From an optimization exercise on the open Yosys and OpenROAD flow, aimed at small area and a short achievable clock period; shortcuts taken in it are not production practice.
In this exercise RTL edits were held to simulation tests only and were not proved equivalent to the original.
No driver is modelled on the clock port, so clocking that relies on it looks cheaper here than on a real chip.
Power figures rest on the tool's default switching activity, not on a simulated workload.

[design/flow/flow/run.sh]
#!/bin/bash
# Standard synthesis and layout, except: the slow OR4 and NOR4 cells are kept out of
# mapping, port buffers are small plain buffers that timing repair may
# resize, clock sinks are gathered into larger clusters without dummy loads,
# and timing repair is pushed harder on the worst path (flow/post_cts.tcl).
DU="sky130_fd_sc_hd__probe_p_8 sky130_fd_sc_hd__probec_p_8 sky130_fd_sc_hd__lpflow_bleeder_1 sky130_fd_sc_hd__lpflow_clkbufkapwr_1 sky130_fd_sc_hd__lpflow_clkbufkapwr_16 sky130_fd_sc_hd__lpflow_clkbufkapwr_2 sky130_fd_sc_hd__lpflow_clkbufkapwr_4 sky130_fd_sc_hd__lpflow_clkbufkapwr_8 sky130_fd_sc_hd__lpflow_clkinvkapwr_1 sky130_fd_sc_hd__lpflow_clkinvkapwr_16 sky130_fd_sc_hd__lpflow_clkinvkapwr_2 sky130_fd_sc_hd__lpflow_clkinvkapwr_4 sky130_fd_sc_hd__lpflow_clkinvkapwr_8 sky130_fd_sc_hd__lpflow_decapkapwr_12 sky130_fd_sc_hd__lpflow_decapkapwr_3 sky130_fd_sc_hd__lpflow_decapkapwr_4 sky130_fd_sc_hd__lpflow_decapkapwr_6 sky130_fd_sc_hd__lpflow_decapkapwr_8 sky130_fd_sc_hd__lpflow_inputiso0n_1 sky130_fd_sc_hd__lpflow_inputiso0p_1 sky130_fd_sc_hd__lpflow_inputiso1n_1 sky130_fd_sc_hd__lpflow_inputiso1p_1 sky130_fd_sc_hd__lpflow_inputisolatch_1 sky130_fd_sc_hd__lpflow_isobufsrc_1 sky130_fd_sc_hd__lpflow_isobufsrc_16 sky130_fd_sc_hd__lpflow_isobufsrc_2 sky130_fd_sc_hd__lpflow_isobufsrc_4 sky130_fd_sc_hd__lpflow_isobufsrc_8 sky130_fd_sc_hd__lpflow_isobufsrckapwr_16 sky130_fd_sc_hd__lpflow_lsbuf_lh_hl_isowell_tap_1 sky130_fd_sc_hd__lpflow_lsbuf_lh_hl_isowell_tap_2 sky130_fd_sc_hd__lpflow_lsbuf_lh_hl_isowell_tap_4 sky130_fd_sc_hd__lpflow_lsbuf_lh_isowell_4 sky130_fd_sc_hd__lpflow_lsbuf_lh_isowell_tap_1 sky130_fd_sc_hd__lpflow_lsbuf_lh_isowell_tap_2 sky130_fd_sc_hd__lpflow_lsbuf_lh_isowell_tap_4"
DU="$DU sky130_fd_sc_hd__or4_1 sky130_fd_sc_hd__or4_2 sky130_fd_sc_hd__or4_4"
DU="$DU sky130_fd_sc_hd__or4b_1 sky130_fd_sc_hd__or4b_2 sky130_fd_sc_hd__or4b_4"
DU="$DU sky130_fd_sc_hd__or4bb_1 sky130_fd_sc_hd__or4bb_2 sky130_fd_sc_hd__or4bb_4"
DU="$DU sky130_fd_sc_hd__nor4_1 sky130_fd_sc_hd__nor4_2 sky130_fd_sc_hd__nor4_4"
DU="$DU sky130_fd_sc_hd__nor4b_1 sky130_fd_sc_hd__nor4b_2 sky130_fd_sc_hd__nor4b_4"
DU="$DU sky130_fd_sc_hd__nor4bb_1 sky130_fd_sc_hd__nor4bb_2 sky130_fd_sc_hd__nor4bb_4"
CTS="-sink_clustering_enable -repair_clock_nets -dont_use_dummy_load"
CTS="$CTS -sink_clustering_size 24 -sink_clustering_max_diameter 60"
bash standard.sh "DONT_USE_CELLS=$DU" TNS_END_PERCENT=0 \
  "POST_CTS_TCL=$(pwd)/flow/post_cts.tcl" MATCH_CELL_FOOTPRINT=0 \
  "BUFFER_PORTS_ARGS=-buffer_cell sky130_fd_sc_hd__buf_1" \
  CORE_UTILIZATION=45 "CTS_ARGS=$CTS" \
  SETUP_SLACK_MARGIN=3 finish > standard.log 2>&1
[design/flow/flow/post_cts.tcl]
estimate_parasitics -placement
for {set i 0} {$i < 2} {incr i} {
  repair_timing -setup -setup_margin $::env(SETUP_SLACK_MARGIN) -repair_tns 0 \
    -sequence "unbuffer,sizeup,swap,buffer,clone,split" -verbose
}
detailed_placement
check_placement -verbose
[design/flow/standard.sh]
#!/bin/bash
# synth_recipe.tcl (not shown) runs the flow's synth.tcl, then flattens the netlist and writes it again
# the make line also repeats each setting of config.mk as NAME=value (left out here)
make -C /OpenROAD-flow-scripts/flow DESIGN_CONFIG=/design/flow/config.mk WORK_HOME=/design/flow/orfs CLKGATE_MAP_FILE= SYNTH_SCRIPT=/design/flow/synth_recipe.tcl "${@:-finish}"
[design/flow/config.mk]
export PLATFORM = sky130hd
export DESIGN_NAME = fetch_linebuffer_mp
export DESIGN_NICKNAME = fetch_linebuffer_mp
export VERILOG_FILES = /design/flow/design.v
export SDC_FILE = /design/flow/constraint.sdc
export NUM_CORES = 4
export LEC_CHECK = 0
export CAP_MARGIN = 20
export CORE_MARGIN = 2
export CORE_UTILIZATION = 40
export SETUP_SLACK_MARGIN = 0.5
export SLEW_MARGIN = 20
[design/flow/constraint.sdc]
create_clock -name core_clock -period 7.0 [get_ports {clk}]
set_input_delay 1.4000 -clock core_clock [delete_from_list [all_inputs] [get_ports {clk}]]
set_output_delay 1.4000 -clock core_clock [all_outputs]
set_load 0.01 [all_outputs]
[design/flow/design.v]
package types;
    localparam int LB_TAG_BITS = 27;
endpackage
module lb_port_lookup
#(
    parameter int NUM_ENTRIES = 4,
    parameter int LINE_BITS   = 256,
    parameter int WIDX        = 3
) (
    input  logic [NUM_ENTRIES*types::LB_TAG_BITS-1:0] tags,
    input  logic [NUM_ENTRIES-1:0]             valid,
    input  logic [NUM_ENTRIES*LINE_BITS-1:0]   data,
    input  logic [types::LB_TAG_BITS-1:0]      req_tag,
    input  logic                               req_live,
    input  logic [LINE_BITS-1:0]               fill_line,
    input  logic [types::LB_TAG_BITS-1:0]      line_tag,
    input  logic [WIDX-1:0]                    word_idx,
    output logic                               hit,
    output logic                               req_match,
    output logic [31:0]                        word
);
    localparam int WORDS = LINE_BITS / 32;
    logic [NUM_ENTRIES-1:0] hit_vec;
    logic [WORDS-1:0]       wdec;
    for (genvar e = 0; e < NUM_ENTRIES; e++) begin : g_cmp
        assign hit_vec[e] = valid[e] &&
            (tags[e*types::LB_TAG_BITS +: types::LB_TAG_BITS] == line_tag);
    end
    assign hit       = |hit_vec;
    assign req_match = req_live && (req_tag == line_tag);
    for (genvar w = 0; w < WORDS; w++) begin : g_dec
        assign wdec[w] = (word_idx == WIDX'(w));
    end
    logic [31:0] ent_word [NUM_ENTRIES];
    logic [31:0] fill_word;
    always_comb begin
        for (int e = 0; e < NUM_ENTRIES; e++) begin
            ent_word[e] = '0;
            for (int w = 0; w < WORDS; w++)
                ent_word[e] = ent_word[e] |
                    ({32{wdec[w]}} & data[e*LINE_BITS + w*32 +: 32]);
        end
        fill_word = '0;
        for (int w = 0; w < WORDS; w++)
            fill_word = fill_word | ({32{wdec[w]}} & fill_line[w*32 +: 32]);
    end
    always_comb begin
        word = {32{req_match}} & fill_word;
        for (int e = 0; e < NUM_ENTRIES; e++)
            word = word | ({32{hit_vec[e]}} & ent_word[e]);
    end
endmodule
module fetch_linebuffer_mp
#(
    parameter int NUM_ENTRIES = 4,
    parameter int NUM_PORTS   = 2,
    parameter int LINE_BITS   = 256
) (
    input  logic                       clk,
    input  logic                       rst,
    input  logic [NUM_PORTS*32-1:0]    fetch_addr,
    input  logic [NUM_PORTS*4-1:0]     fetch_rmask,
    output logic [NUM_PORTS*32-1:0]    fetch_rdata,
    output logic [NUM_PORTS-1:0]       fetch_resp,
    input  logic                       invalidate,
    output logic [31:0]                cache_addr,
    output logic [3:0]                 cache_rmask,
    input  logic [LINE_BITS-1:0]       cache_rdata_line,
    input  logic                       cache_resp
);
    localparam int TB       = types::LB_TAG_BITS;
    localparam int WORDS    = LINE_BITS / 32;
    localparam int WIDX     = (WORDS > 1) ? $clog2(WORDS) : 1;
    localparam int PTR_BITS = (NUM_ENTRIES > 1) ? $clog2(NUM_ENTRIES) : 1;
    logic                      busy_reg;
    logic                      live_reg;
    logic [TB-1:0]             req_tag_reg;
    logic [PTR_BITS-1:0]       rr_ptr_reg;
    logic [NUM_ENTRIES-1:0]    valid_reg;
    logic [NUM_ENTRIES*TB-1:0]        tag_reg;
    logic [NUM_ENTRIES*LINE_BITS-1:0] data_reg;
    logic [NUM_PORTS-1:0]      active;
    logic [NUM_PORTS-1:0]      hit;
    logic [NUM_PORTS-1:0]      req_match;
    logic [TB-1:0]             port_tag [NUM_PORTS];
    assign cache_addr  = {req_tag_reg, 5'b00000};
    assign cache_rmask = {4{busy_reg}};
    for (genvar p = 0; p < NUM_PORTS; p++) begin : g_port
        assign port_tag[p] = fetch_addr[p*32+5 +: TB];
        assign active[p]   = |fetch_rmask[p*4 +: 4];
        lb_port_lookup #(
            .NUM_ENTRIES (NUM_ENTRIES),
            .LINE_BITS   (LINE_BITS),
            .WIDX        (WIDX)
        ) u_lookup (
            .tags      (tag_reg),
            .valid     (valid_reg),
            .data      (data_reg),
            .req_tag   (req_tag_reg),
            .req_live  (busy_reg & live_reg),
            .fill_line (cache_rdata_line),
            .line_tag  (port_tag[p]),
            .word_idx  (fetch_addr[p*32+2 +: WIDX]),
            .hit       (hit[p]),
            .req_match (req_match[p]),
            .word      (fetch_rdata[p*32 +: 32])
        );
        assign fetch_resp[p] = !invalidate && active[p] &&
                               (hit[p] || (req_match[p] && cache_resp));
    end
    logic [NUM_PORTS-1:0] miss;
    logic                 any_miss;
    logic [TB-1:0]        miss_tag;
    assign miss = active & ~hit;
    always_comb begin
        any_miss = 1'b0;
        miss_tag = port_tag[NUM_PORTS-1];
        for (int p = NUM_PORTS - 1; p >= 0; p--) begin
            if (miss[p]) begin
                any_miss = 1'b1;
                miss_tag = port_tag[p];
            end
        end
    end
    logic                   has_invalid;
    logic [NUM_ENTRIES-1:0] victim_oh;
    always_comb begin
        has_invalid = 1'b0;
        victim_oh   = '0;
        for (int e = 0; e < NUM_ENTRIES; e++) begin
            if (!valid_reg[e] && !has_invalid) begin
                has_invalid  = 1'b1;
                victim_oh[e] = 1'b1;
            end
        end
        if (!has_invalid) victim_oh[rr_ptr_reg] = 1'b1;
    end
    logic                   fill_en;
    logic [NUM_ENTRIES-1:0] we;
    assign fill_en = busy_reg && live_reg && cache_resp && !invalidate;
    assign we      = victim_oh & {NUM_ENTRIES{fill_en}};
    always_ff @(posedge clk) begin
        if (rst) begin
            busy_reg   <= 1'b0;
            live_reg   <= 1'b0;
            rr_ptr_reg <= '0;
            valid_reg  <= '0;
        end else begin
            if (busy_reg) begin
                busy_reg <= !cache_resp;
                live_reg <= live_reg && !invalidate;
            end else begin
                busy_reg <= !invalidate && any_miss;
                live_reg <= 1'b1;
            end
            if (fill_en && !has_invalid) rr_ptr_reg <= rr_ptr_reg + 1'b1;
            if (invalidate) valid_reg <= '0;
            else            valid_reg <= valid_reg | we;
        end
    end
    always_ff @(posedge clk) begin
        if (!busy_reg) req_tag_reg <= miss_tag;
    end
    always_ff @(posedge clk) begin
        for (int e = 0; e < NUM_ENTRIES; e++) begin
            if (we[e]) begin
                tag_reg[e*TB +: TB]               <= req_tag_reg;
                data_reg[e*LINE_BITS +: LINE_BITS] <= cache_rdata_line;
            end
        end
    end
endmodule
==> results of run 1 <==
power breakdown:
| group | internal (mW) | switching (mW) |
|---|---|---|
| sequential | 7.73 | 0.0536 |
| clock | 2.57 | 2.42 |
| combinational | 0.464 | 0.871 |
through the flow:
stage	TNS, ps	hold WS (ps)
3_3_place_gp	0	456
2_1_floorplan	-37180	439
6_report	0	477
5_1_grt	0	503
3_5_place_dp	0	474
metal layers:
metal | GRT usage [%] | up-vias | part of all wire (%)
li1 | - | 17000 | -
met1 | 47.7 | 21500 | 37
met3 | 11.4 | 843 | 15
met4 | 17.1 | 66 | 5.5
met2 | 50.8 | 3932 | 43
met5 | 0 | - | 0.18
worst max-delay path by stage:
stage,endpoint,slack (ps),cells after the start
global placement,fetch_rdata[54],1110,10
finish,fetch_rdata[0],2200,8
detailed placement,fetch_rdata[54],1110,10
floorplan,data_reg[1000],-130,4
global route,fetch_rdata[16],2210,11
cell type report:
| cell class | count | area [µm²] |
|---|---|---|
| Timing Repair Buffer | 659 | 5560 |
| Inverter | 6 | 22.5 |
| Tap cell | 1536 | 1920 |
| Multi-Input combinational cell | 2280 | 18900 |
| Fill cell | 9545 | 53900 |
| Antenna cell | 26 | 65.1 |
| Clock buffer | 103 | 2580 |
| Sequential cell | 1167 | 35000 |
cell families (layout without fill, tap and decap cells):
family | after synthesis | in the layout | synth area share, %
AOI/OAI and AO/OA | 1518 | 1518 | 21.8
xor gates and xnor gates | 271 | 271 | 4.45
adders and majority gates | 4 | 4 | 0.0936
buffers and inverters | 391 | 768 | 3.01
DFF | 1167 | 1167 | 65.4
muxes | 27 | 27 | 0.709
other | 1 | 31 | 0.00701
and+or+nand+nor | 445 | 455 | 4.52
critical path, delay by kind of cell:
family | cells | cell delay (ps)
buffers and inverters | 3 | 580
AND/OR/NAND/NOR | 3 | 640
AO/OA/AOI/OAI | 2 | 680
placed cells by master (no fill, tap or decap), types with 23 or more instances in the layout:
cell type and count:
nand2_1 67, diode_2 26, clkbuf_2 33, nor2_1 41, buf_4 96, a22o_1 160
buf_1 321, a222oi_1 32, nand4_1 231, a31oi_1 113, xnor2_1 185, buf_12 85
a31oi_2 38, clkbuf_16 128, buf_2 23, a221oi_1 142, buf_6 46, xnor2_2 71
edfxtp_1 1159, a22oi_1 985
==> run notes, run 1 <==
* Status: complete, no violations
* Fin worst setup slack at 2200 ps
* Die W at 349 µm
* Mapped Area at 53500 µm²
* Max_slew headroom at 29.0%
* Max Slew Vio Count at 0
* P_leak at 19.4 nW
* Vias in the first global route at 41100
* Peak supply drop at 229 µV
* Number of port buffers at 424
* Worst Setup Start Kind: primary input
* Reg2Reg Depth at 6
* First-pass GRT wire length at 306 mm
* Initial antenna violation count at 63
* CP Launch Point: fetch_addr[4]
* Critical path class: primary input to output port
* Fraction of registers with async set/reset at 0%
* Global Route Usage Sum at 35.1%
* Syn_area_per_cell at 14.0 µm²
* Hold Path End: live_reg
* Synth Flop Type: edfxtp_1
* Clock sinks at 1167
* Number of flip-flops in the largest register at 1024
* Placed inst area at 56800 µm²
* Residual DRC at 0
* Area Overhead vs Synth at 19.7%
* Share of layout cells above drive strength 1 at 17.0%
* Placed Cells at 5492
* RSZ-0062 raised after global routing: yes
* Clock Latency Late Sink at 720 ps
* Synth cell types at 40
* Place WS at 1110 ps
* Area fraction of the dominant cell type after synthesis at 65.1%
* Fmax achieved at 208 MHz
* Layout Skew at 47.2 ps
* Die Ht at 349 µm
* Hold Crit Depth at 2
* Worst Tran Pin Value at 1060 ps
* HP Class: flip-flop to flip-flop
* Crit path arrival time at 3400 ps
* Crit-path slowest cell: a222oi_1
* Maxcap violations at 0
* Area leader, netlist: edfxtp_1
* Grt total ovfl at 0
* Post-Synthesis Cells at 3824
* Flop2flop setup slack at 3730 ps
* Reg2Reg Launch Point: busy_reg
* Cells along the critical path: buf_6 > and3b_4 > buf_12 > a22oi_1 > nand4_1 > a222oi_1 > nand2_1 > buf_2
* Full die area at 122000 µm²
* Post-synth EDFFs at 1159
* Fin cells at 5777
* DR vias/cell at 7.49
* CTS tree: built
* Yosys warns at 5
* ANT nets after route at 0
* Top cells by area, synth: edfxtp_1 (65%), a22oi_1 (14%), xnor2_1 (4.4%)
* Critical Path End Type: output port
* PD cells at 220 nW/µm²
* Drt pass-1 iters at 7
* Worst-path fanout max at 54
* Critical Path Max Stage Delay at 420 ps
* Routed len/inst at 38.1 µm
* Final min period at 4800 ps
* Register bit total from synthesis at 1167
* Worst flop-to-flop path endpoint: data_reg[721]
* Via count at 43300
* Routability cong. at 0.923
* Top-count cell post-synth: edfxtp_1
* Largest net degree at the start of global routing at 168
* Fin util at 54.3%
* Seq/Total Area, Yosys at 65.4%
* CTS clk-pin slew, worst paths at 50 ps
* Nets at 4553
* Hold Violations, Final at 0
* Core area at 118000 µm²
* Final Setup Violations at 0
* Pwr Total at 14.1 mW
* Placement Rows at 126
* Final instance area at 64000 µm²
* I/O pin cnt at 434
* Hold path start: live_reg
* Initial Util at 45.3%
* Synth top cells by count: edfxtp_1 (1159), a22oi_1 (993), clkbuf_1 (305), xnor2_1 (270), nand4_1 (231)
* Critical path required time at 5600 ps
* Number of DRC markers in iteration 0 at 7823
* Detail Placement HPWL at 110 mm
* WL final at 220 mm
* Period utilization at 68.5%
==> inputs of run 2 (changes only) <==
==> design/flow/flow/run.sh (replaced) <==
#!/bin/bash
# Standard synthesis and layout, except: the slow OR4 and NOR4 cells are kept out of
# mapping, port buffers are small plain buffers that timing repair may
# resize, clock sinks are gathered into larger clusters without dummy loads,
# and timing repair is pushed harder.
DU="sky130_fd_sc_hd__probe_p_8 sky130_fd_sc_hd__probec_p_8 sky130_fd_sc_hd__lpflow_bleeder_1 sky130_fd_sc_hd__lpflow_clkbufkapwr_1 sky130_fd_sc_hd__lpflow_clkbufkapwr_16 sky130_fd_sc_hd__lpflow_clkbufkapwr_2 sky130_fd_sc_hd__lpflow_clkbufkapwr_4 sky130_fd_sc_hd__lpflow_clkbufkapwr_8 sky130_fd_sc_hd__lpflow_clkinvkapwr_1 sky130_fd_sc_hd__lpflow_clkinvkapwr_16 sky130_fd_sc_hd__lpflow_clkinvkapwr_2 sky130_fd_sc_hd__lpflow_clkinvkapwr_4 sky130_fd_sc_hd__lpflow_clkinvkapwr_8 sky130_fd_sc_hd__lpflow_decapkapwr_12 sky130_fd_sc_hd__lpflow_decapkapwr_3 sky130_fd_sc_hd__lpflow_decapkapwr_4 sky130_fd_sc_hd__lpflow_decapkapwr_6 sky130_fd_sc_hd__lpflow_decapkapwr_8 sky130_fd_sc_hd__lpflow_inputiso0n_1 sky130_fd_sc_hd__lpflow_inputiso0p_1 sky130_fd_sc_hd__lpflow_inputiso1n_1 sky130_fd_sc_hd__lpflow_inputiso1p_1 sky130_fd_sc_hd__lpflow_inputisolatch_1 sky130_fd_sc_hd__lpflow_isobufsrc_1 sky130_fd_sc_hd__lpflow_isobufsrc_16 sky130_fd_sc_hd__lpflow_isobufsrc_2 sky130_fd_sc_hd__lpflow_isobufsrc_4 sky130_fd_sc_hd__lpflow_isobufsrc_8 sky130_fd_sc_hd__lpflow_isobufsrckapwr_16 sky130_fd_sc_hd__lpflow_lsbuf_lh_hl_isowell_tap_1 sky130_fd_sc_hd__lpflow_lsbuf_lh_hl_isowell_tap_2 sky130_fd_sc_hd__lpflow_lsbuf_lh_hl_isowell_tap_4 sky130_fd_sc_hd__lpflow_lsbuf_lh_isowell_4 sky130_fd_sc_hd__lpflow_lsbuf_lh_isowell_tap_1 sky130_fd_sc_hd__lpflow_lsbuf_lh_isowell_tap_2 sky130_fd_sc_hd__lpflow_lsbuf_lh_isowell_tap_4"
DU="$DU sky130_fd_sc_hd__or4_1 sky130_fd_sc_hd__or4_2 sky130_fd_sc_hd__or4_4"
DU="$DU sky130_fd_sc_hd__or4b_1 sky130_fd_sc_hd__or4b_2 sky130_fd_sc_hd__or4b_4"
DU="$DU sky130_fd_sc_hd__or4bb_1 sky130_fd_sc_hd__or4bb_2 sky130_fd_sc_hd__or4bb_4"
DU="$DU sky130_fd_sc_hd__nor4_1 sky130_fd_sc_hd__nor4_2 sky130_fd_sc_hd__nor4_4"
DU="$DU sky130_fd_sc_hd__nor4b_1 sky130_fd_sc_hd__nor4b_2 sky130_fd_sc_hd__nor4b_4"
DU="$DU sky130_fd_sc_hd__nor4bb_1 sky130_fd_sc_hd__nor4bb_2 sky130_fd_sc_hd__nor4bb_4"
CTS="-sink_clustering_enable -repair_clock_nets -dont_use_dummy_load"
CTS="$CTS -sink_clustering_size 30 -sink_clustering_max_diameter 65"
bash standard.sh "DONT_USE_CELLS=$DU" MATCH_CELL_FOOTPRINT=0 \
  "BUFFER_PORTS_ARGS=-buffer_cell sky130_fd_sc_hd__buf_1" \
  CORE_UTILIZATION=60 "CTS_ARGS=$CTS" \
  SETUP_SLACK_MARGIN=2 finish > standard.log 2>&1
removed: design/flow/flow/post_cts.tcl
==> run 2 against run 1 <==
Worst setup slack got worse by 300 ps. Largest cell class unchanged. Sequential power barely moved. Final area fell by 6.8%. Via count fell by 2.0%. Highest routed layer unchanged. Final cell count fell by 8.4%. Critical endpoint is now fetch_rdata[58]. Combinational power fell by about 10%. Count of clock-buffer cells in the layout fell by 29. Clock power fell by 18%. Utilization rose by 13 points. Hold slack barely moved. Register-to-register slack got worse by 100 ps.
==> run notes, run 2 <==
* WL final at 200 mm
* Cells along the critical path: clkbuf_2 > xnor2_1 > nand4_1 > nor2_2 > nand3_4 > buf_4 > a31oi_2 > nor3_1 > nand2_1 > buf_1
* Die W at 303 µm
* P_leak at 17.6 nW
* Final Setup Violations at 0
* DR WL met3 at 30.1 mm
* RSZ-0062 raised after global routing: no
* CTS Buffer Depth at 3
* Worst Tran Pin Value at 1050 ps
* Status: complete, no violations
* P_sw at 3.07 mW
* Number of DRC markers in iteration 0 at 7467
* H-tree depth at 3
* Worst-path fanout max at 16
* Top cells by area, synth: edfxtp_1 (65%), a22oi_1 (14%), xnor2_1 (4.4%)
* Global Route Usage Sum at 42.3%
* Top-count cell post-synth: edfxtp_1
* Number of port buffers at 424
* Cts hold-fix bufs at 0
* Core area at 88400 µm²
* Critical path required time at 5600 ps
* Fmax achieved at 196 MHz
* Maxcap violations at 0
* Register share of total power at 59.5%
* Nets at 4440
* Crit-path slowest cell: nor2_2
* HP Class: flip-flop to flip-flop
* Routed len/inst at 37.7 µm
* Routability cong. at 0.963
* Number of flip-flops in the largest register at 1024
* Residual DRC at 0
* Max Slew Vio Count at 0
* Area Overhead vs Synth at 11.5%
* Area leader, netlist: edfxtp_1
* Clock Latency Late Sink at 690 ps
* Wl on met1 at 65.9 mm
* Syn_area_per_cell at 14.0 µm²
* Peak supply drop at 221 µV
* Synth Flop Type: edfxtp_1
* Clock sinks at 1167
* Clk pwr share at 31.3%
* Seq/Total Area, Yosys at 65.4%
* Grt total ovfl at 0
* Drt pass-1 iters at 10
* Pint at 9.99 mW
* Initial antenna violation count at 43
* CTS tree: built
* Synth cell types at 40
* Fin util at 67.5%
* Placement Rows at 109
* Commonest non-fill, non-tap cell in the layout: edfxtp_1
* ANT nets after route at 0
* Vias in the first global route at 41700
* Detail Placement HPWL at 108 mm
* Top Family by Delay on Critical Path: simple AND/OR/NAND/NOR gates
* Die Ht at 303 µm
* Period utilization at 72.8%
* Routed wl met2 at 89.4 mm
* Switching Share at 23.5%
* Post-Synthesis Cells at 3824
* I/O pin cnt at 434
* Comb pwr share at 9.2%
* Share of layout cells above drive strength 1 at 9.58%
* Mapped Area at 53500 µm²
* Worst Path Buf+Inv at 3
* Setup TNS at 0 ps
* Cell at the root of the clock tree: clkbuf_16
* Hold Violations, Final at 0
* First-pass GRT wire length at 281 mm
* Initial Util at 60.5%
* CTS clk-pin slew, worst paths at 70 ps
* Critical Path End Type: output port
* Critical path class: primary input to output port
* Register bit total from synthesis at 1167
* Yosys warns at 5
* DR vias/cell at 8.01
* Fraction of registers with async set/reset at 0%
* Layout Skew at 45.8 ps
* Most frequent cells in the layout: edfxtp_1 (1159), a22oi_1 (991), buf_1 (358), xnor2_1 (260), nand4_1 (231)
* Max_slew headroom at 30.2%
* Critical Path Max Stage Delay at 320 ps
* Post-synth EDFFs at 1159
* Cts bufs inserted at 74
* Synth top cells by count: edfxtp_1 (1159), a22oi_1 (993), clkbuf_1 (305), xnor2_1 (270), nand4_1 (231)
* Worst Setup Start Kind: primary input
* Area fraction of the dominant cell type after synthesis at 65.1%
* Largest net degree at the start of global routing at 176
* Via count at 42400
* Max Used Layer: met5
* Full die area at 91500 µm²
* Final min period at 5090 ps
* PD cells at 219 nW/µm²
* Crit path arrival time at 3690 ps
## run 2: cell counts after synthesis
No cell type changed its count.
## run 2: cells by family (layout without fill, tap and decap cells)
group	count (synthesis)	in the layout	share of synthesized area, %
AND/OR/NAND/NOR	445	456	4.52
buffers and inverters	391	654	3.01
AO/OA/AOI/OAI	1518	1518	21.8
adder cells (fa/ha/maj)	4	4	0.0936
other	1	30	0.00701
flip-flops	1167	1167	65.4
XOR/XNOR	271	271	4.45
multiplexers	27	27	0.709
## run 2: layout make-up
class                           count  area, µm²
Antenna cell                       25       62.6
Clock buffer                       74       1850
Multi-Input combinational cell   2281      17500
Timing Repair Buffer              574       3760
Sequential cell                  1167      35000
Tap cell                         1165       1460
Inverter                            6       22.5
Fill cell                        6221      28700
## run 2: what timing repair did
item | CTS | global route
setup endpoints to repair | 66 | 62
gates cloned | 14 | 4
gates resized for setup | 112 | 63
setup buffers | 46 | 8
pin swaps | 25 | 14
## run 2: path summary, 6_finish.rpt
| check | start | to | slack [ps] | cells after the start |
|---|---|---|---|---|
| max | fetch_addr[38] | fetch_rdata[58] | 1910 | 10 |
| min | live_reg | live_reg | 480 | 2 |
| max reg2reg | busy_reg | data_reg[17] | 3630 | 8 |
| min reg2reg | live_reg | live_reg | 480 | 2 |
## run 2: power by group through the flow
stage / logic, mW / clock network [mW] / registers, mW
3_5_place_dp: 1.09 / 0 / 7.93
2_1_floorplan: 0.596 / 0 / 7.93
5_1_grt: 1.23 / 4.33 / 7.78
3_3_place_gp: 1.07 / 0 / 7.93
4_1_cts: 1.14 / 4.08 / 7.78
6_report: 1.20 / 4.09 / 7.78
## run 2: per-stage QoR
| step | instances | hold WS (ps) | worst slack (ps) | instance area (µm²) | total power [mW] |
|---|---|---|---|---|---|
| finish | 5292 | 477 | 1910 | 59600 | 13.1 |
| global route | 5283 | 505 | 1990 | 59600 | 13.3 |
| CTS | 5253 | 478 | 2000 | 59100 | 13.0 |
| detailed placement | 5119 | 467 | 1090 | 56300 | 9.02 |
| global placement | 5119 | 454 | 1120 | 56300 | 9.00 |
| floorplan | 3828 | 439 | -131 | 53500 | 8.52 |
## run 2: worst min-delay path: stages, from the launching register on
cell and delay [ps]:
dfxtp_1 310, nand2b_1 60, a21oi_1 60
## run 2: routing by layer
metal,GRT usage [%],up-vias
li1,-,16700
met1,54.7,20400
met2,63.7,4234
met3,12.6,990
met4,25.0,44
met5,0,-
==> inputs of run 3 (changes only) <==
--- a/design/flow/flow/run.sh
+++ b/design/flow/flow/run.sh
@@ -12,7 +12,7 @@
 DU="$DU sky130_fd_sc_hd__nor4bb_1 sky130_fd_sc_hd__nor4bb_2 sky130_fd_sc_hd__nor4bb_4"
 CTS="-sink_clustering_enable -repair_clock_nets -dont_use_dummy_load"
 CTS="$CTS -sink_clustering_size 30 -sink_clustering_max_diameter 65"
-bash standard.sh "DONT_USE_CELLS=$DU" MATCH_CELL_FOOTPRINT=0 \
+bash standard.sh "DONT_USE_CELLS=$DU" TNS_END_PERCENT=0 MATCH_CELL_FOOTPRINT=0 \
   "BUFFER_PORTS_ARGS=-buffer_cell sky130_fd_sc_hd__buf_1" \
   CORE_UTILIZATION=60 "CTS_ARGS=$CTS" \
-  SETUP_SLACK_MARGIN=2 finish > standard.log 2>&1
+  SETUP_SLACK_MARGIN=2.5 finish > standard.log 2>&1
==> run 3 against run 2 <==
Largest cell class unchanged. Via count up 2.8%. Hold slack better by 11 ps. Sequential share of layout area down 2.1 points. Synthesized cell count unchanged. Still clean on timing, DRC and antenna. Critical path depth is 1 higher. Critical path type unchanged. Clock skew grew 8.9 ps.
==> run notes, run 3 <==
* Detail Placement HPWL at 105 mm
* Grt total ovfl at 0
* Post-Synthesis Cells at 3824
* Routability cong. at 0.931
* HP Class: flip-flop to flip-flop
* Cts bufs inserted at 74
* Synth cell types at 40
* Most frequent cells in the layout: edfxtp_1 (1159), a22oi_1 (988), buf_1 (332), nand4_1 (231), xnor2_1 (187)
* Critical path class: primary input to output port
* Routed wl met2 at 92.9 mm
* Setup TNS at 0 ps
* Synth Flop Type: edfxtp_1
* H-tree depth at 3
* Area fraction of the dominant cell type after synthesis at 65.1%
* Residual DRC at 0
* WL final at 216 mm
* Via count at 43600
* Die Ht at 303 µm
* Core area at 88400 µm²
* Max Slew Vio Count at 0
* Wl on met1 at 68.5 mm
* Max Used Layer: met5
* Placement Rows at 109
* Critical path required time at 5600 ps
* First-pass GRT wire length at 298 mm
* Global Route Usage Sum at 45.4%
* Area Overhead vs Synth at 15.7%
* Mapped Area at 53500 µm²
* Syn_area_per_cell at 14.0 µm²
* Commonest non-fill, non-tap cell in the layout: edfxtp_1
* Cells along the critical path: clkbuf_2 > xnor2_1 > nand4_1 > nor2_1 > nand3_4 > buf_12 > clkbuf_16 > a31oi_1 > nor3_1 > nand2_1 > clkbuf_2
* Crit-path slowest cell: xnor2_1
* Initial antenna violation count at 48
* CTS Buffer Depth at 3
* Layout Skew at 54.7 ps
* Worst-path fanout max at 6
* Number of DRC markers in iteration 0 at 7892
* Compound-cell area share of the yosys netlist at 21.8%
* Critical Path End Type: output port
* Fraction of the mapped netlist area in adder cells at 0.0936%
* Final min period at 4890 ps
* Synth top cells by count: edfxtp_1 (1159), a22oi_1 (993), clkbuf_1 (305), xnor2_1 (270), nand4_1 (231)
* Maxcap violations at 0
* DR vias/cell at 8.13
* Crit path arrival time at 3490 ps
* Status: complete, no violations
* Die W at 303 µm
* Full die area at 91500 µm²
* Fin worst setup slack at 2110 ps
* Hold Violations, Final at 0
* Vias in the first global route at 41900
* Number of port buffers at 424
* Final Setup Violations at 0
* I/O pin cnt at 434
* Placed Cells at 5111
* ANT nets after route at 0
* Max_slew headroom at 25.5%
* Fin util at 70.0%
* Area leader, netlist: edfxtp_1
* Top-count cell post-synth: edfxtp_1
* Largest family of logic cells by synthesized area: compound AO/OA/AOI/OAI gates
* Worst Setup Start Kind: primary input
* Placed inst area at 56200 µm²
* P_leak at 18.7 nW
* Worst Tran Pin Value at 1120 ps
* Post-synth EDFFs at 1159
* Initial Util at 60.5%
* Pwr Total at 13.2 mW
* Fin cells at 5362
* Clock Latency Late Sink at 680 ps
* Fmax achieved at 205 MHz
* Routed len/inst at 40.2 µm
* Register bit total from synthesis at 1167
* CTS clk-pin slew, worst paths at 60 ps
* Seq/Total Area, Yosys at 65.4%
* Peak supply drop at 261 µV
* Share of layout cells above drive strength 1 at 14.5%
* Crit path top cell by count: clkbuf_2
* Period utilization at 69.8%
* Place WS at 1200 ps
* Number of flip-flops in the largest register at 1024
* Drt pass-1 iters at 13
* Mux share of post-synthesis cell area at 0.709%
* RSZ-0062 raised after global routing: yes
* Post-Synth XOR/XNOR Area at 4.45%
* Clock sinks at 1167
* CTS tree: built
* Final instance area at 61800 µm²
* Fraction of registers with async set/reset at 0%
* PD cells at 213 nW/µm²
* Largest net degree at the start of global routing at 172
* DR WL met3 at 36.5 mm
* Yosys warns at 5
* Critical Path Max Stage Delay at 380 ps
* Hold_ws at 488 ps
* Cell at the root of the clock tree: clkbuf_16
* Top cells by area, synth: edfxtp_1 (65%), a22oi_1 (14%), xnor2_1 (4.4%)
* Nets at 4499
* Post-synthesis simple-gate area fraction at 4.52%
[run 3: cell counts after synthesis]
Identical to the previous run, type by type.
[run 3: cells by family (layout without fill, tap and decap cells)]
logic type / Yosys count / in the layout
buf+inv: 391 / 714
xor+xnor: 271 / 271
other cells: 1 / 41
compound gates: 1518 / 1518
simple gates: 445 / 455
mux: 27 / 27
flops: 1167 / 1167
fa+ha+maj: 4 / 4
[run 3: worst max-delay path, delay by kind of cell]
family	cells	cell delay, ps
XOR/XNOR	1	380
AND/OR/NAND/NOR	5	770
buffers and inverters	4	730
AO/OA/AOI/OAI	1	210
[run 3: path summary, 6_finish.rpt]
check	start	end	slack (ps)	cells after the start
setup / recovery	fetch_addr[56]	fetch_rdata[61]	2110	11
hold / removal	live_reg	live_reg	490	2
setup reg to reg	busy_reg	data_reg[561]	3760	6
hold reg to reg	live_reg	live_reg	490	2
[run 3: cell type report]
cell class / count / area (µm²)
inverters: 6 / 22.5
well taps: 1165 / 1460
flip-flops and latches: 1167 / 35000
clock buffers: 74 / 1850
fillers: 5945 / 26500
multi-input cells: 2280 / 18500
repair buffers: 634 / 4930
diodes: 36 / 90.1
[run 3: timing repair]
action,4_1_cts,5_1_grt
setup endpoints to repair,66,66
pin swaps,79,51
resized for setup,370,147
setup buffers,88,6
hold buffers,0,0
cloned,37,9
[run 3: routing by layer]
metal / track usage, % / vias to the layer above
li1: - / 16900
met1: 58.7 / 21100
met2: 65.8 / 4439
met3: 14.8 / 1151
met4: 30.5 / 40
met5: 0.207 / -
[run 3: power breakdown]
group / internal (mW) / switching, mW
clock network: 1.88 / 2.21
registers: 7.72 / 0.0579
logic: 0.446 / 0.874
total: 10.0 / 3.14
==> inputs of run 4 (changes only) <==
--- a/design/flow/flow/run.sh
+++ b/design/flow/flow/run.sh
@@ -11,8 +11,8 @@
 DU="$DU sky130_fd_sc_hd__nor4b_1 sky130_fd_sc_hd__nor4b_2 sky130_fd_sc_hd__nor4b_4"
 DU="$DU sky130_fd_sc_hd__nor4bb_1 sky130_fd_sc_hd__nor4bb_2 sky130_fd_sc_hd__nor4bb_4"
 CTS="-sink_clustering_enable -repair_clock_nets -dont_use_dummy_load"
-CTS="$CTS -sink_clustering_size 30 -sink_clustering_max_diameter 65"
-bash standard.sh "DONT_USE_CELLS=$DU" TNS_END_PERCENT=0 MATCH_CELL_FOOTPRINT=0 \
+CTS="$CTS -sink_clustering_size 24 -sink_clustering_max_diameter 60"
+bash standard.sh "DONT_USE_CELLS=$DU" MATCH_CELL_FOOTPRINT=0 \
   "BUFFER_PORTS_ARGS=-buffer_cell sky130_fd_sc_hd__buf_1" \
-  CORE_UTILIZATION=60 "CTS_ARGS=$CTS" \
-  SETUP_SLACK_MARGIN=2.5 finish > standard.log 2>&1
+  CORE_UTILIZATION=45 "CTS_ARGS=$CTS" \
+  SETUP_SLACK_MARGIN=2 finish > standard.log 2>&1
==> run 4 against run 3 <==
Largest power group unchanged. Count of clock-buffer cells in the layout grew 34. Critical path depth shrank 2. Area after synthesis is the same. Critical endpoint is now fetch_rdata[53]. Largest cell class unchanged. Wire length shrank 2.2%.
==> run notes, run 4 <==
* Crit-path slowest cell: nor3b_4
* Largest family of logic cells by synthesized area: compound AO/OA/AOI/OAI gates
* Post-synthesis simple-gate area fraction at 4.52%
* Grt total ovfl at 0
* DR vias/cell at 7.38
* Post-synth EDFFs at 1159
* Post-Synthesis Cells at 3824
* CTS tree: built
* Initial Util at 45.3%
* Die W at 349 µm
* P_leak at 18.3 nW
* WL final at 211 mm
* Place WS at 1230 ps
* Critical path required time at 5600 ps
* Hold Path End: live_reg
* Initial antenna violation count at 37
* Crit path arrival time at 3630 ps
* Area Overhead vs Synth at 15.1%
* Syn_area_per_cell at 14.0 µm²
* Drt pass-1 iters at 7
* Synth top cells by count: edfxtp_1 (1159), a22oi_1 (993), clkbuf_1 (305), xnor2_1 (270), nand4_1 (231)
* Mux share of post-synthesis cell area at 0.709%
* Full die area at 122000 µm²
* Worst flop-to-flop path endpoint: data_reg[621]
* Most frequent cells in the layout: edfxtp_1 (1159), a22oi_1 (991), buf_1 (366), xnor2_1 (253), nand4_1 (231)
* Register bit total from synthesis at 1167
* Nets at 4510
* Flop2flop setup slack at 3800 ps
* Area leader, netlist: edfxtp_1
* Max Slew Vio Count at 0
* Fill cells at 9951
* Number of flip-flops in the largest register at 1024
* Placed inst area at 56900 µm²
* Routability cong. at 0.919
* CTS clk-pin slew, worst paths at 80 ps
* Reg2Reg Depth at 6
* Placement Rows at 126
* Vias in the first global route at 40200
* Synth Flop Type: edfxtp_1
* Core area at 118000 µm²
* Die Ht at 349 µm
* Compound-cell area share of the yosys netlist at 21.8%
* Number of DRC markers in iteration 0 at 6565
* RSZ-0062 raised after global routing: yes
* Yosys warns at 5
* HP Class: flip-flop to flip-flop
* Global Route Usage Sum at 33.4%
* Largest net degree at the start of global routing at 165
* Fin worst setup slack at 1970 ps
* Cts bufs inserted at 108
* Final Setup Violations at 0
* Period utilization at 71.9%
* Number of port buffers at 424
* Max_slew headroom at 16.3%
* Top-count cell post-synth: edfxtp_1
* Area fraction of the dominant cell type after synthesis at 65.1%
* CTS Buffer Depth at 3
* Worst-path fanout max at 51
* Fmax achieved at 199 MHz
* Detail Placement HPWL at 111 mm
* H-tree depth at 3
* Fraction of the mapped netlist area in adder cells at 0.0936%
* Hold path start: live_reg
* Residual DRC at 0
* Cell at the root of the clock tree: clkbuf_16
* Reg2Reg Launch Point: busy_reg
* Clock sinks at 1167
* Layout Skew at 51.6 ps
* First-pass GRT wire length at 294 mm
* Seq/Total Area, Yosys at 65.4%
* Status: complete, no violations
* Share of layout cells above drive strength 1 at 11.7%
* Pwr Total at 14.1 mW
* Via count at 42200
* Final instance area at 61600 µm²
* I/O pin cnt at 434
* Hold Crit Depth at 2
* Critical path class: primary input to output port
* Critical Path Max Stage Delay at 400 ps
* ANT nets after route at 0
* PD cells at 230 nW/µm²
* Fin util at 52.2%
* Worst Setup Start Kind: primary input
* Routed len/inst at 36.9 µm
* Commonest non-fill, non-tap cell in the layout: edfxtp_1
* Peak supply drop at 199 µV
* Top cells by area, synth: edfxtp_1 (65%), a22oi_1 (14%), xnor2_1 (4.4%)
* Mapped Area at 53500 µm²
* Hold Violations, Final at 0
* Synth cell types at 40
* Cells along the critical path: clkbuf_4 > nor3b_4 > buf_12 > buf_16 > a22oi_1 > a31oi_1 > nor3_2 > nand2_1 > buf_1
* Worst Tran Pin Value at 1260 ps
* Final min period at 5030 ps
* Clock Latency Late Sink at 750 ps
* Critical Path End Type: output port
* Fraction of registers with async set/reset at 0%
* Maxcap violations at 0
* Post-Synth XOR/XNOR Area at 4.45%
[run 4: power by group]
group / switching, mW / total, mW / internal [mW] / leakage, nW
Sequential: 0.0535 / 7.79 / 7.73 / 10.5
Combinational: 0.818 / 1.22 / 0.399 / 6.42
Clock: 2.44 / 5.13 / 2.69 / 1.33
[run 4: final cells by class]
cell class | instances | area [µm²] | share of cell area (%)
flip-flops and latches | 1167 | 35000 | 56.8
multi-input cells | 2286 | 17800 | 28.9
repair buffers | 605 | 4100 | 6.66
clock buffers | 108 | 2700 | 4.39
well taps | 1536 | 1920 | 3.12
diodes | 14 | 35.0 | 0.0569
inverters | 6 | 22.5 | 0.0366
[run 4: per-stage QoR]
stage                     hold WS (ps)  setup TNS [ps]  std cells
after global routing               508               0       5716
final                              471               0       5722
after detailed placement           459               0       5498
after global placement             455               0       5498
after CTS                          472               0       5694
after floorplan                    439          -37170       3828
[run 4: worst max path at each step]
stage                   startpoint              end  slack (ps)  cells past startpoint
floorplan               invalidate   data_reg[1000]        -130                      4
global placement    fetch_addr[62]  fetch_rdata[45]        1240                     10
detailed placement  fetch_addr[47]  fetch_rdata[33]        1230                     10
CTS                  fetch_addr[4]   fetch_rdata[2]        1990                      8
global route         fetch_addr[3]   fetch_rdata[1]        1940                      8
finish              fetch_addr[36]  fetch_rdata[53]        1970                      9
[run 4: worst max-delay path, delay by kind of cell]
family / cells / cell delay (ps)
AOI/OAI and AO/OA: 2 / 450
and+or+nand+nor: 3 / 630
buffers and inverters: 4 / 970
[run 4: metal layers]
layer / track usage, % / vias to the layer above / share of wire [%]
met5: 0 / - / 0.15
met4: 15.2 / 52 / 5.3
li1: - / 16900 / -
met2: 49.9 / 3562 / 44
met1: 45.3 / 21000 / 37
met3: 9.51 / 694 / 13
[run 4: what timing repair did]
| action | 4_1_cts | 5_1_grt |
|---|---|---|
| setup endpoints to repair | 66 | 63 |
| setup buffers | 68 | 12 |
| hold buffers | 0 | 0 |
| gates cloned | 20 | 2 |
| resized for setup | 142 | 80 |
| pin swaps | 26 | 6 |
[run 4: logic make-up after synthesis]
group | count (synthesis)
AND/OR/NAND/NOR | 445
adder cells (fa/ha/maj) | 4
other | 1
XOR/XNOR | 271
multiplexers | 27
flip-flops | 1167
AO/OA/AOI/OAI | 1518
buffers and inverters | 391
==> inputs of run 5 (changes only) <==
==> design/flow/flow/run.sh (replaced) <==
#!/bin/bash
# Standard synthesis and layout, except: the slow OR4 and NOR4 cells are kept out of
# mapping, port buffers are small plain buffers that timing repair may
# resize, clock sinks are gathered into larger clusters without dummy loads,
# and timing repair is pushed harder, with a last sizing pass on the worst
# path after clock tree synthesis (flow/post_cts.tcl).
DU="sky130_fd_sc_hd__probe_p_8 sky130_fd_sc_hd__probec_p_8 sky130_fd_sc_hd__lpflow_bleeder_1 sky130_fd_sc_hd__lpflow_clkbufkapwr_1 sky130_fd_sc_hd__lpflow_clkbufkapwr_16 sky130_fd_sc_hd__lpflow_clkbufkapwr_2 sky130_fd_sc_hd__lpflow_clkbufkapwr_4 sky130_fd_sc_hd__lpflow_clkbufkapwr_8 sky130_fd_sc_hd__lpflow_clkinvkapwr_1 sky130_fd_sc_hd__lpflow_clkinvkapwr_16 sky130_fd_sc_hd__lpflow_clkinvkapwr_2 sky130_fd_sc_hd__lpflow_clkinvkapwr_4 sky130_fd_sc_hd__lpflow_clkinvkapwr_8 sky130_fd_sc_hd__lpflow_decapkapwr_12 sky130_fd_sc_hd__lpflow_decapkapwr_3 sky130_fd_sc_hd__lpflow_decapkapwr_4 sky130_fd_sc_hd__lpflow_decapkapwr_6 sky130_fd_sc_hd__lpflow_decapkapwr_8 sky130_fd_sc_hd__lpflow_inputiso0n_1 sky130_fd_sc_hd__lpflow_inputiso0p_1 sky130_fd_sc_hd__lpflow_inputiso1n_1 sky130_fd_sc_hd__lpflow_inputiso1p_1 sky130_fd_sc_hd__lpflow_inputisolatch_1 sky130_fd_sc_hd__lpflow_isobufsrc_1 sky130_fd_sc_hd__lpflow_isobufsrc_16 sky130_fd_sc_hd__lpflow_isobufsrc_2 sky130_fd_sc_hd__lpflow_isobufsrc_4 sky130_fd_sc_hd__lpflow_isobufsrc_8 sky130_fd_sc_hd__lpflow_isobufsrckapwr_16 sky130_fd_sc_hd__lpflow_lsbuf_lh_hl_isowell_tap_1 sky130_fd_sc_hd__lpflow_lsbuf_lh_hl_isowell_tap_2 sky130_fd_sc_hd__lpflow_lsbuf_lh_hl_isowell_tap_4 sky130_fd_sc_hd__lpflow_lsbuf_lh_isowell_4 sky130_fd_sc_hd__lpflow_lsbuf_lh_isowell_tap_1 sky130_fd_sc_hd__lpflow_lsbuf_lh_isowell_tap_2 sky130_fd_sc_hd__lpflow_lsbuf_lh_isowell_tap_4"
DU="$DU sky130_fd_sc_hd__or4_1 sky130_fd_sc_hd__or4_2 sky130_fd_sc_hd__or4_4"
DU="$DU sky130_fd_sc_hd__or4b_1 sky130_fd_sc_hd__or4b_2 sky130_fd_sc_hd__or4b_4"
DU="$DU sky130_fd_sc_hd__or4bb_1 sky130_fd_sc_hd__or4bb_2 sky130_fd_sc_hd__or4bb_4"
DU="$DU sky130_fd_sc_hd__nor4_1 sky130_fd_sc_hd__nor4_2 sky130_fd_sc_hd__nor4_4"
DU="$DU sky130_fd_sc_hd__nor4b_1 sky130_fd_sc_hd__nor4b_2 sky130_fd_sc_hd__nor4b_4"
DU="$DU sky130_fd_sc_hd__nor4bb_1 sky130_fd_sc_hd__nor4bb_2 sky130_fd_sc_hd__nor4bb_4"
CTS="-sink_clustering_enable -repair_clock_nets -dont_use_dummy_load"
CTS="$CTS -sink_clustering_size 30 -sink_clustering_max_diameter 65"
bash standard.sh "DONT_USE_CELLS=$DU" "POST_CTS_TCL=$(pwd)/flow/post_cts.tcl" MATCH_CELL_FOOTPRINT=0 \
  "BUFFER_PORTS_ARGS=-buffer_cell sky130_fd_sc_hd__buf_1" \
  CORE_UTILIZATION=60 "CTS_ARGS=$CTS" \
  SETUP_SLACK_MARGIN=2 finish > standard.log 2>&1
==> design/flow/flow/post_cts.tcl (new file) <==
estimate_parasitics -placement
repair_timing -setup -setup_margin $::env(SETUP_SLACK_MARGIN) -repair_tns 0 \
  -sequence "sizeup,swap" -verbose
detailed_placement
check_placement -verbose
==> run 5 against run 4 <==
Via count rose by 0.15%. First-iteration DRC count rose by 9.7%. Sequential share of layout area rose by 1.9 points. Synthesized cell count did not move. Worst setup slack got worse by 10 ps. Fmax fell by 0.21%. Hold slack improved by 4.0 ps. Clock power fell by about 20%. Wire length fell by 5.3%. Area after synthesis did not move. Total power fell by 7.6%. Largest cell class unchanged.
==> run notes, run 5 <==
* Status: complete, no violations
* Clock Latency Late Sink at 690 ps
* Number of port buffers at 424
* Fill cells at 6220
* Fraction of registers with async set/reset at 0%
* Final instance area at 59600 µm²
* Grt total ovfl at 0
* Most frequent cells in the layout: edfxtp_1 (1159), a22oi_1 (993), buf_1 (358), xnor2_1 (261), nand4_1 (231)
* Routability cong. at 0.963
* Vias in the first global route at 41700
* Final Setup Violations at 0
* Post-synth EDFFs at 1159
* Setup TNS at 0 ps
* Detail Placement HPWL at 108 mm
* Full die area at 91500 µm²
* I/O pin cnt at 434
* Nets at 4439
* WL final at 200 mm
* Top cells by area, synth: edfxtp_1 (65%), a22oi_1 (14%), xnor2_1 (4.4%)
* Layout Skew at 43.8 ps
* Hold Violations, Final at 0
* Clock sinks at 1167
* Post-Synthesis Cells at 3824
* Drt pass-1 iters at 12
* Synth cell types at 40
* Residual DRC at 0
* Die W at 303 µm
* Max Slew Vio Count at 0
* Number of flip-flops in the largest register at 1024
* ANT nets after route at 0
* Via count at 42300
* Core area at 88400 µm²
* Worst Tran Pin Value at 1130 ps
* Area fraction of the dominant cell type after synthesis at 65.1%
* Routed len/inst at 37.8 µm
* Mapped Area at 53500 µm²
* Yosys warns at 5
* CTS clk-pin slew, worst paths at 70 ps
* RSZ-0062 raised after global routing: yes
* CTS tree: built
* Initial antenna violation count at 42
* Initial Util at 60.5%
* Placed inst area at 56300 µm²
* Storage element area at 35000 µm²
* Multi-input logic area at 17500 µm²
* DR vias/cell at 7.99
* Seq/Total Area, Yosys at 65.4%
* Die Ht at 303 µm
* Top-count cell post-synth: edfxtp_1
* Number of DRC markers in iteration 0 at 7200
* Critical Path End Type: output port
* Maxcap violations at 0
* Syn_area_per_cell at 14.0 µm²
* HP Class: flip-flop to flip-flop
* PD cells at 219 nW/µm²
* Peak supply drop at 222 µV
* Fmax achieved at 198 MHz
* P_leak at 17.6 nW
* Area leader, netlist: edfxtp_1
* First-pass GRT wire length at 281 mm
* Area Overhead vs Synth at 11.4%
* Commonest non-fill, non-tap cell in the layout: edfxtp_1
* Register bit total from synthesis at 1167
* Synth top cells by count: edfxtp_1 (1159), a22oi_1 (993), clkbuf_1 (305), xnor2_1 (270), nand4_1 (231)
* Share of layout cells above drive strength 1 at 9.51%
* Period utilization at 72.1%
* Crit path arrival time at 3640 ps
* Placement Rows at 109
* Largest net degree at the start of global routing at 176
* Critical path class: primary input to output port
* Max_slew headroom at 24.6%
* Final min period at 5040 ps
* Global Route Usage Sum at 42.3%
* Worst-path fanout max at 9
* Worst Setup Start Kind: primary input
* Critical path required time at 5600 ps
* Synth Flop Type: edfxtp_1
[run 5: cell counts after synthesis]
No cell type changed its count.
[run 5: layer usage]
metal	up-vias	track usage (%)	part of all wire [%]
met2	4092	63.9	45
met3	974	12.6	15
met1	20400	54.5	33
met5	-	0	0.13
met4	38	24.9	6.8
li1	16800	-	-
[run 5: worst paths after layout]
check	start	to	slack, ps	cells past startpoint
min	live_reg	live_reg	480	2
min reg2reg	live_reg	live_reg	480	2
max reg2reg	busy_reg	data_reg[16]	3620	8
max	fetch_addr[63]	fetch_rdata[55]	1960	11
[run 5: logic make-up (layout without fill, tap and decap cells)]
group | count (synthesis) | count (layout) | share of synthesized area [%]
compound gates | 1518 | 1518 | 21.8
flops | 1167 | 1167 | 65.4
simple gates | 445 | 456 | 4.52
buf+inv | 391 | 653 | 3.01
xor+xnor | 271 | 271 | 4.45
mux | 27 | 27 | 0.709
fa+ha+maj | 4 | 4 | 0.0936
other cells | 1 | 30 | 0.00701
[run 5: metrics by stage]
| stage | worst slack (ps) | utilization (%) | std cells | hold WS [ps] | total power [mW] |
|---|---|---|---|---|---|
| floorplan | -131 | - | 3828 | 439 | 8.52 |
| global placement | 1120 | 63.7 | 5119 | 454 | 9.00 |
| detailed placement | 1090 | 63.7 | 5119 | 467 | 9.02 |
| global route | 1960 | 67.4 | 5282 | 505 | 13.3 |
| finish | 1960 | 67.4 | 5291 | 475 | 13.1 |
[run 5: worst max-delay path: stages]
cell and delay [ps]:
clkbuf_4 200, xnor2_4 220, nand4_1 280, nor3_4 300, buf_12 160, nand3_4 160
buf_12 220, a31oi_1 260, nor3_1 140, nand2_1 110, buf_1 160
[run 5: where the power goes]
group / switching, mW / internal (mW) / total (mW)
Sequential: 0.0551 / 7.72 / 7.78
Clock: 2.21 / 1.88 / 4.09
Combinational: 0.806 / 0.390 / 1.20
Total: 3.07 / 9.99 / 13.1
[run 5: cell type report]
class                   instances  area share, %
flip-flops and latches       1167           58.7
diodes                         25          0.105
inverters                       6         0.0378
clock buffers                  74           3.11
repair buffers                573           6.25
multi-input cells            2281           29.4
well taps                    1165           2.45
==> inputs of run 6 (changes only) <==
--- a/design/flow/flow/run.sh
+++ b/design/flow/flow/run.sh
@@ -1,5 +1,5 @@
 #!/bin/bash
-# Standard synthesis and layout, except: the slow OR4 and NOR4 cells are kept out of
+# Standard synthesis and layout, except: the slow OR4, NOR4 and AOI222 cells are kept out of
 # mapping, port buffers are small plain buffers that timing repair may
 # resize, clock sinks are gathered into larger clusters without dummy loads,
 # and timing repair is pushed harder, with a last sizing pass on the worst
@@ -11,6 +11,7 @@
 DU="$DU sky130_fd_sc_hd__nor4_1 sky130_fd_sc_hd__nor4_2 sky130_fd_sc_hd__nor4_4"
 DU="$DU sky130_fd_sc_hd__nor4b_1 sky130_fd_sc_hd__nor4b_2 sky130_fd_sc_hd__nor4b_4"
 DU="$DU sky130_fd_sc_hd__nor4bb_1 sky130_fd_sc_hd__nor4bb_2 sky130_fd_sc_hd__nor4bb_4"
+DU="$DU sky130_fd_sc_hd__a222oi_1"
 CTS="-sink_clustering_enable -repair_clock_nets -dont_use_dummy_load"
 CTS="$CTS -sink_clustering_size 30 -sink_clustering_max_diameter 65"
 bash standard.sh "DONT_USE_CELLS=$DU" "POST_CTS_TCL=$(pwd)/flow/post_cts.tcl" MATCH_CELL_FOOTPRINT=0 \
==> run 6 against run 5 <==
Worst setup slack better by 27 ps. Hold slack worse by 1.7 ps. Clock power down 2%. Clock skew up 21 ps. Register-to-register slack worse by 60 ps. Area after synthesis up 0.14%. Wire length down 2.0%. Critical endpoint unchanged. Highest routed layer unchanged.
==> run notes, run 6 <==
* I/O pin cnt at 434
* Hold_ws at 474 ps
* Post-Synthesis Cells at 3856
* Area leader, netlist: edfxtp_1
* Critical path class: primary input to output port
* Commonest non-fill, non-tap cell in the layout: edfxtp_1
* Crit path arrival time at 3620 ps
* Place WS at 1200 ps
* HP Class: flip-flop to flip-flop
* CTS clk-pin slew, worst paths at 50 ps
* Routed wl met2 at 85.9 mm
* Residual DRC at 0
* Mapped Area at 53500 µm²
* Fmax achieved at 199 MHz
* Share of layout cells above drive strength 1 at 9.98%
* Critical Path End Type: output port
* Number of DRC markers in iteration 0 at 7194
* Worst flop-to-flop path endpoint: data_reg[204]
* Vias in the first global route at 41800
* Flop2flop setup slack at 3560 ps
* Register share of total power at 59.8%
* Via count at 42500
* Clock sinks at 1167
* CTS tree: built
* Reg2Reg Depth at 8
* Initial Util at 60.6%
* PD cells at 217 nW/µm²
* Hold path start: live_reg
* Fill cells at 6275
* DR vias/cell at 7.96
* Syn_area_per_cell at 13.9 µm²
* Period utilization at 71.7%
* Hold Path End: live_reg
* Most frequent cells in the layout: edfxtp_1 (1159), a22oi_1 (1025), buf_1 (362), xnor2_1 (254), nand4_1 (231)
* Synth Flop Type: edfxtp_1
* Synth top cells by count: edfxtp_1 (1159), a22oi_1 (1025), clkbuf_1 (297), xnor2_1 (270), nand4_1 (231)
* Fin util at 67.7%
* Comb pwr share at 9.3%
* Die Ht at 303 µm
* Clock Latency Late Sink at 660 ps
* Fin cells at 5341
* Final Setup Violations at 0
* Detail Placement HPWL at 109 mm
* Fin worst setup slack at 1980 ps
* Post-synth EDFFs at 1159
* Peak supply drop at 220 µV
* Full die area at 91600 µm²
* Top cells by area, synth: edfxtp_1 (65%), a22oi_1 (14%), xnor2_1 (4.4%)
* Register bit total from synthesis at 1167
* Setup TNS at 0 ps
* Worst Tran Pin Value at 1120 ps
* Number of port buffers at 424
* Worst Setup Start Kind: primary input
* Final instance area at 59800 µm²
* Hold Crit Depth at 2
* Synth cell types at 39
* Yosys warns at 5
* Placed inst area at 56500 µm²
* WL final at 196 mm
* Critical path required time at 5600 ps
* Max Slew Vio Count at 0
* Placed Cells at 5162
* Die W at 303 µm
* Clk pwr share at 30.9%
* Core area at 88400 µm²
* Grt total ovfl at 0
* Reg2Reg Launch Point: busy_reg
* Switching Share at 23.4%
* Global Route Usage Sum at 41.6%
* Final min period at 5020 ps
* Pwr Total at 13.0 mW
* Seq/Total Area, Yosys at 65.3%
* Maxcap violations at 0
* Top-count cell post-synth: edfxtp_1
* Wl on met1 at 66.4 mm
* DR WL met3 at 31.6 mm
* Area fraction of the dominant cell type after synthesis at 65.0%
* First-pass GRT wire length at 278 mm
* Max_slew headroom at 25.0%
* RSZ-0062 raised after global routing: yes
* Routed len/inst at 36.7 µm
* Initial antenna violation count at 41
* Largest net degree at the start of global routing at 153
* Area Overhead vs Synth at 11.7%
* ANT nets after route at 0
* Hold Violations, Final at 0
* P_sw at 3.04 mW
* Placement Rows at 109
* P_leak at 17.6 nW
* Max Used Layer: met5
* Drt pass-1 iters at 10
* Nets at 4488
* Layout Skew at 65.1 ps
* Fraction of registers with async set/reset at 0%
* Routability cong. at 0.897
* Worst-path fanout max at 12
* Status: complete, no violations
* Number of flip-flops in the largest register at 1024
* Pint at 9.95 mW
-- run 6: changes by cell type in the layout (fill, tap and decap cells not counted), sizes merged --
cell / delta
a22oi: +32
a222oi: -32
clkbuf: -10
and3b: -1
diode: +1
and3: -1
nor2: +1
nand3: +32
buf: +28
-- run 6: worst max-delay path by stage --
| stage | startpoint | end | slack, ps | depth (start not counted) |
|---|---|---|---|---|
| 6_report | fetch_addr[62] | fetch_rdata[55] | 1980 | 10 |
| 5_1_grt | fetch_addr[62] | fetch_rdata[55] | 1970 | 10 |
| 3_5_place_dp | fetch_addr[46] | fetch_rdata[63] | 1200 | 10 |
| 3_3_place_gp | fetch_addr[46] | fetch_rdata[63] | 1200 | 10 |
| 2_1_floorplan | invalidate | data_reg[1000] | -130 | 4 |
-- run 6: area by class of cell --
cell class                      instances  area, µm²  area share (%)
Timing Repair Buffer                  593       3850            6.43
Multi-Input combinational cell       2312      17700            29.5
Sequential cell                      1167      35000            58.5
Clock buffer                           72       1800            3.01
Inverter                                6       22.5          0.0377
Tap cell                             1165       1460            2.44
Antenna cell                           26       65.1           0.109
-- run 6: kinds of logic (layout without fill, tap and decap cells) --
family,Yosys count,count (layout),share of synthesized area (%)
buf+inv,391,671,3.00
xor+xnor,271,271,4.45
compound gates,1518,1518,21.6
other cells,1,31,0.00700
fa+ha+maj,4,4,0.0935
flops,1167,1167,65.3
mux,27,27,0.708
simple gates,477,487,4.82
-- run 6: power by group through the flow --
| stage | clock, mW | combinational (mW) | sequential [mW] |
|---|---|---|---|
| floorplan | 0 | 0.596 | 7.93 |
| global placement | 0 | 1.07 | 7.93 |
| detailed placement | 0 | 1.09 | 7.93 |
| global route | 4.24 | 1.25 | 7.78 |
| finish | 4.01 | 1.20 | 7.78 |
-- run 6: routing by layer --
layer | global-route usage (%) | vias up
met2 | 61.3 | 4134
met1 | 55.2 | 20500
met5 | 0 | -
met3 | 14.1 | 988
met4 | 21.3 | 44
li1 | - | 16800
-- run 6: critical path: stages --
cell      delay, ps
clkbuf_2        200
xnor2_2         270
nand4_1         280
nor3_2          350
nand3_4         160
buf_6           230
a31oi_1         290
nor3_1          120
nand2_1         110
buf_1           170

==> static timing again, ports no longer ideal <==
How much do the figures lean on ideal ports? The routed layouts below were timed once more, with nothing changed but the port constraints. Step 1: set_driving_cell puts a clkbuf_16 on clk and a buf_2 on each other input, an assumption about the parent block. Step 2 times the ports against the registers' clock, not the clock port: input delays grow and output delays shrink by t, the midpoint of the rising clock arrivals with the driver on. Slacks: no drivers / after step 1 / after step 2; pairs: no drivers / after step 1.
run	t (ns)	setup WS [ns]	worst setup path at the end	cell pins on the clock port's net
run 1	0.784	2.202 / 2.150 / 2.150	input to output	1
run 2	0.726	1.905 / 1.873 / 1.873	input to output	1
run 3	0.722	2.115 / 2.092 / 2.092	input to output	1
run 4	0.790	1.967 / 1.936 / 1.936	input to output	1
run 5	0.728	1.956 / 1.933 / 1.933	input to output	1
run 6	0.705	1.984 / 1.957 / 1.957	input to output	1
After both steps every run listed still meets setup and hold. For run 1, which loses most, drivers alone change the setup slack by -0.052 ns; drivers and shift together by -0.052 ns.
